This design comes from an exercise in tuning for small area, a short achievable clock period and few clock cycles per item on the open sky130 flow, not from production work.
The RTL was checked by simulation tests, not by an equivalence proof against the original design.
Power figures rest on the tool's default switching activity, not on a simulated workload.

Design date_text_to_day_number, start of the top module:
module date_text_to_day_number (
    input  wire logic   i_clk,
    input  wire logic   i_rst_n,
    input  wire logic          i_char_valid,
    output logic               o_char_ready,
    input  wire logic [7:0]    i_char_code,
    input  wire logic          i_char_last,
    output logic               o_day_valid,
    input  wire logic          i_day_ready,
    output logic [21:0]        o_day_number,
    output logic               o_day_status
);
    localparam logic [3:0] S_M0 = 4'd0, S_M1 = 4'd1, S_M2 = 4'd2,
                           S_D0 = 4'd4, S_D1 = 4'd5, S_OK = 4'd6, S_BAD = 4'd7,
                           S_Y0 = 4'd8, S_Y1 = 4'd9, S_Y2 = 4'd10, S_Y3 = 4'd11,
                           S_D2 = 4'd12;
    logic       r_rdy;
    logic       e_v, e_sl, e_last;
    logic [9:0] e_ohn;      
    logic [9:0] e_oh;
    logic       e_dig;      
    logic [3:0] e_d;
    logic [3:0]  r_st;
    logic [3:0]  r_mon;
    logic        r_mbad;
    logic        r_gt2;      
    logic [6:0]  r_day;
  ...
clock: 7.5 ns
lec_check: 0
abc_clock_period_in_ps: 2800
cap_margin: 20
core_margin: 2
core_utilization: 40
cts_buf_list: sky130_fd_sc_hd__clkbuf_4 sky130_fd_sc_hd__clkbuf_8
setup_slack_margin: 4.5
slew_margin: 20
standard.sh (not shown) runs the stock make flow with config.mk's settings and CLKGATE_MAP_FILE= SYNTH_SCRIPT=/design/flow/synth_recipe.tcl, a recipe that flattens the netlist after the stock synthesis.
==> flow/flow/run.sh <==
#!/bin/bash
# The standard layout (the standard.sh: ORFS synthesis through finish),
# with two changes:
# - the buffers that placement puts on the input and output ports are buf_2
#   cells instead of ORFS's default choice for sky130hd, a slow delay cell
#   (clkdlybuf4s50_1); every port still gets its own buffer;
# - clock tree synthesis uses clkbuf_4/clkbuf_8 and adds no dummy loads
#   (ORFS's own arguments otherwise).
# The make output goes to flow_make.log; ORFS keeps each step's log under
# orfs/logs/.
set -euo pipefail
export BUFFER_PORTS_ARGS="-buffer_cell sky130_fd_sc_hd__buf_2"
export CTS_ARGS="-sink_clustering_enable -repair_clock_nets -buf_list {sky130_fd_sc_hd__clkbuf_4 sky130_fd_sc_hd__clkbuf_8} -dont_use_dummy_load"
bash standard.sh finish > flow_make.log 2>&1
Testbench counts at the start, summed over its fixed seeds: cycles 28,567, items 3,200.
==> next run, changes <==
--- a/flow/design.v
+++ b/flow/design.v
@@ -115,14 +115,13 @@
     localparam logic [3:0] S_M0 = 4'd0, S_M1 = 4'd1, S_M2 = 4'd2,
                            S_D0 = 4'd4, S_D1 = 4'd5, S_OK = 4'd6, S_BAD = 4'd7,
                            S_Y0 = 4'd8, S_Y1 = 4'd9, S_Y2 = 4'd10, S_Y3 = 4'd11,
                            S_D2 = 4'd12;
     logic       r_rdy;
     logic       e_v, e_sl, e_last;
-    logic [9:0] e_ohn;      
-    logic [9:0] e_oh;
+    logic [9:0] e_oh;       
     logic       e_dig;      
     logic [3:0] e_d;
     logic [3:0]  r_st;
     logic [3:0]  r_mon;
     logic        r_mbad;
     logic        r_gt2;      
@@ -146,15 +145,12 @@
     logic [3:0]  n_mon;
     logic        n_mbad;
     logic [6:0]  n_day;
     logic [21:0] op1, op2, op2m;
     logic        add, zero;
     logic [3:0]  p;
-    logic [3:0]  r_p;        
-    logic [3:0]  p_next;
-    logic        busy_next;
     logic [9:0]  cum_b;
     logic [7:0]  s0;
     logic [7:0]  s1;
     logic [6:0]  s2;
     logic [5:0]  s3;
     logic [1:0]  c1;
@@ -163,13 +159,12 @@
     logic        n_gt, n_eq;
     logic [3:0]  ref_d;
     logic        ov_next, pend_next;
     logic        ev_next_v, ev_next_dig, ev_next_last;
     logic        in_dig, in_sl;
     logic [9:0]  in_oh;
-    assign e_oh = ~e_ohn;
     always_comb begin
         e_d[0]  = e_oh[1] | e_oh[3] | e_oh[5] | e_oh[7] | e_oh[9];
         e_d[1]  = e_oh[2] | e_oh[3] | e_oh[6] | e_oh[7];
         e_d[2]  = e_oh[4] | e_oh[5] | e_oh[6] | e_oh[7];
         e_d[3]  = e_oh[8] | e_oh[9];
         yd      = e_dig && r_st[3];
@@ -254,13 +249,13 @@
         end
         ok = (n_st == S_OK) && (n_gt || n_eq) && !r_mbad;
         c1[1] = r_aodd ? (|e_oh[9:6]) : (|e_oh[9:8]);
         c1[0] = r_aodd ? (|e_oh[5:2]) : (|e_oh[7:4]);
         if (e_oh[0]) leap_c = r_gt2 && !r_codd && !r_z;
         else         leap_c = r_gt2 && (r_codd ? (e_oh[2] | e_oh[6]) : (e_oh[4] | e_oh[8]));
-        p = r_p;
+        for (int k = 0; k < 4; k++) p[k] = r_st[3] && !busy && (pos == 2'(k));
         op2 = ({22{p[0]}} & dtdn_pkg::tab0(e_oh))
             | ({22{p[1]}} & (dtdn_pkg::tab1(e_oh) | {20'd0, c1}))
             | ({22{p[2]}} & dtdn_pkg::tab2(e_oh))
             | ({22{p[3]}} & {10'd0, dtdn_pkg::tab3(e_oh, r_codd, r_z)});
         add  = consume && yd;
         zero = fin && !ok;
@@ -287,50 +282,43 @@
         end else begin
             ev_next_v    = e_v && !consume;
             ev_next_dig  = e_dig;
             ev_next_last = e_last;
         end
         st_next = !consume ? r_st : (e_last ? S_M0 : n_st);
-        busy_next = ov_next || pend_next;
-        p_next[0] = st_next[3] && !st_next[1] && !st_next[0] && !busy_next;
-        p_next[1] = st_next[3] && !st_next[1] &&  st_next[0] && !busy_next;
-        p_next[2] = st_next[3] &&  st_next[1] && !st_next[0] && !busy_next;
-        p_next[3] = st_next[3] &&  st_next[1] &&  st_next[0] && !busy_next;
     end
     always_ff @(posedge i_clk) begin
         if (!i_rst_n) begin
             e_v   <= 1'b0;
             r_rdy <= 1'b1;
         end else begin
             e_v   <= ev_next_v;
-            r_rdy <= !(busy_next && ev_next_v &&
+            r_rdy <= !((ov_next || pend_next) && ev_next_v &&
                        (ev_next_last || (ev_next_dig && st_next[3])));
         end
     end
     always_ff @(posedge i_clk) begin
         if (!e_v || consume) begin
-            e_ohn  <= (r_rdy && i_char_valid) ? ~in_oh : 10'h3ff;
+            e_oh   <= (r_rdy && i_char_valid) ? in_oh : 10'd0;
             e_dig  <= r_rdy && i_char_valid && in_dig;
             e_sl   <= in_sl;
             e_last <= i_char_last;
         end
     end
     always_ff @(posedge i_clk) begin
         if (!i_rst_n) begin
             r_st   <= S_M0;
-            r_p    <= 4'd0;
             r_ov   <= 1'b0;
             r_pend <= 1'b0;
             r_c1   <= 1'b0;
             r_c2   <= 1'b0;
             r_c3   <= 1'b0;
             r_dadd <= 1'b0;
         end else begin
             r_ov   <= ov_next;
             r_pend <= pend_next;
-            r_p    <= p_next;
             r_c1   <= !zero && s0[7];
             r_dadd <= add && pos == 2'd3 && !zero;
             r_c2   <= !zero && s1[7];
             r_c3   <= !zero && s2[6];
             if (consume) begin
                 r_st <= e_last ? S_M0 : n_st;
Final cell count is lower by 1.6%.
Worst hold slack is about the same.
Setup slack loses 0.22 ns.
Register-to-register slack loses 0.22 ns.
Critical path depth stays the same.
Design area is higher by 1.0%.
Count of clock-buffer cells in the layout stays the same.
Clock skew is lower by 0.0033 ns.
Clock power stays flat.
Core utilization is higher by 0.66 points.
Testbench counts after the change, summed over its fixed seeds: cycles 28,567, items 3,200.

-- afterwards: timing with drivers on the ports --
Ports are ideal in the flow. The routed layouts listed here were re-timed in OpenROAD. Step 1 assumes that a clkbuf_16 drives the clock port and a buf_2 every other input. Step 2 also shifts input and output timing later by t, the mid clock arrival at the registers, as if the neighbouring blocks saw the same clock. Slacks: ideal ports / drivers / drivers and shift; pairs: ideal ports / drivers.
run | t (ns) | slack for setup (ns) | clock arrival spread, ns | slew at the worst register clock pin (ns) | pins driven straight from the clock port
the first run | 0.386 | 4.615 / 4.615 / 4.502 | 0.025 / 0.026 | 0.08 / 0.08 | 1
the second run | 0.388 | 4.392 / 4.392 / 4.392 | 0.022 / 0.022 | 0.08 / 0.08 | 1
After both steps setup and hold are still met in every run listed. For the first run, which loses most, drivers alone change the setup slack by 0.000 ns; drivers and shift together by -0.113 ns.
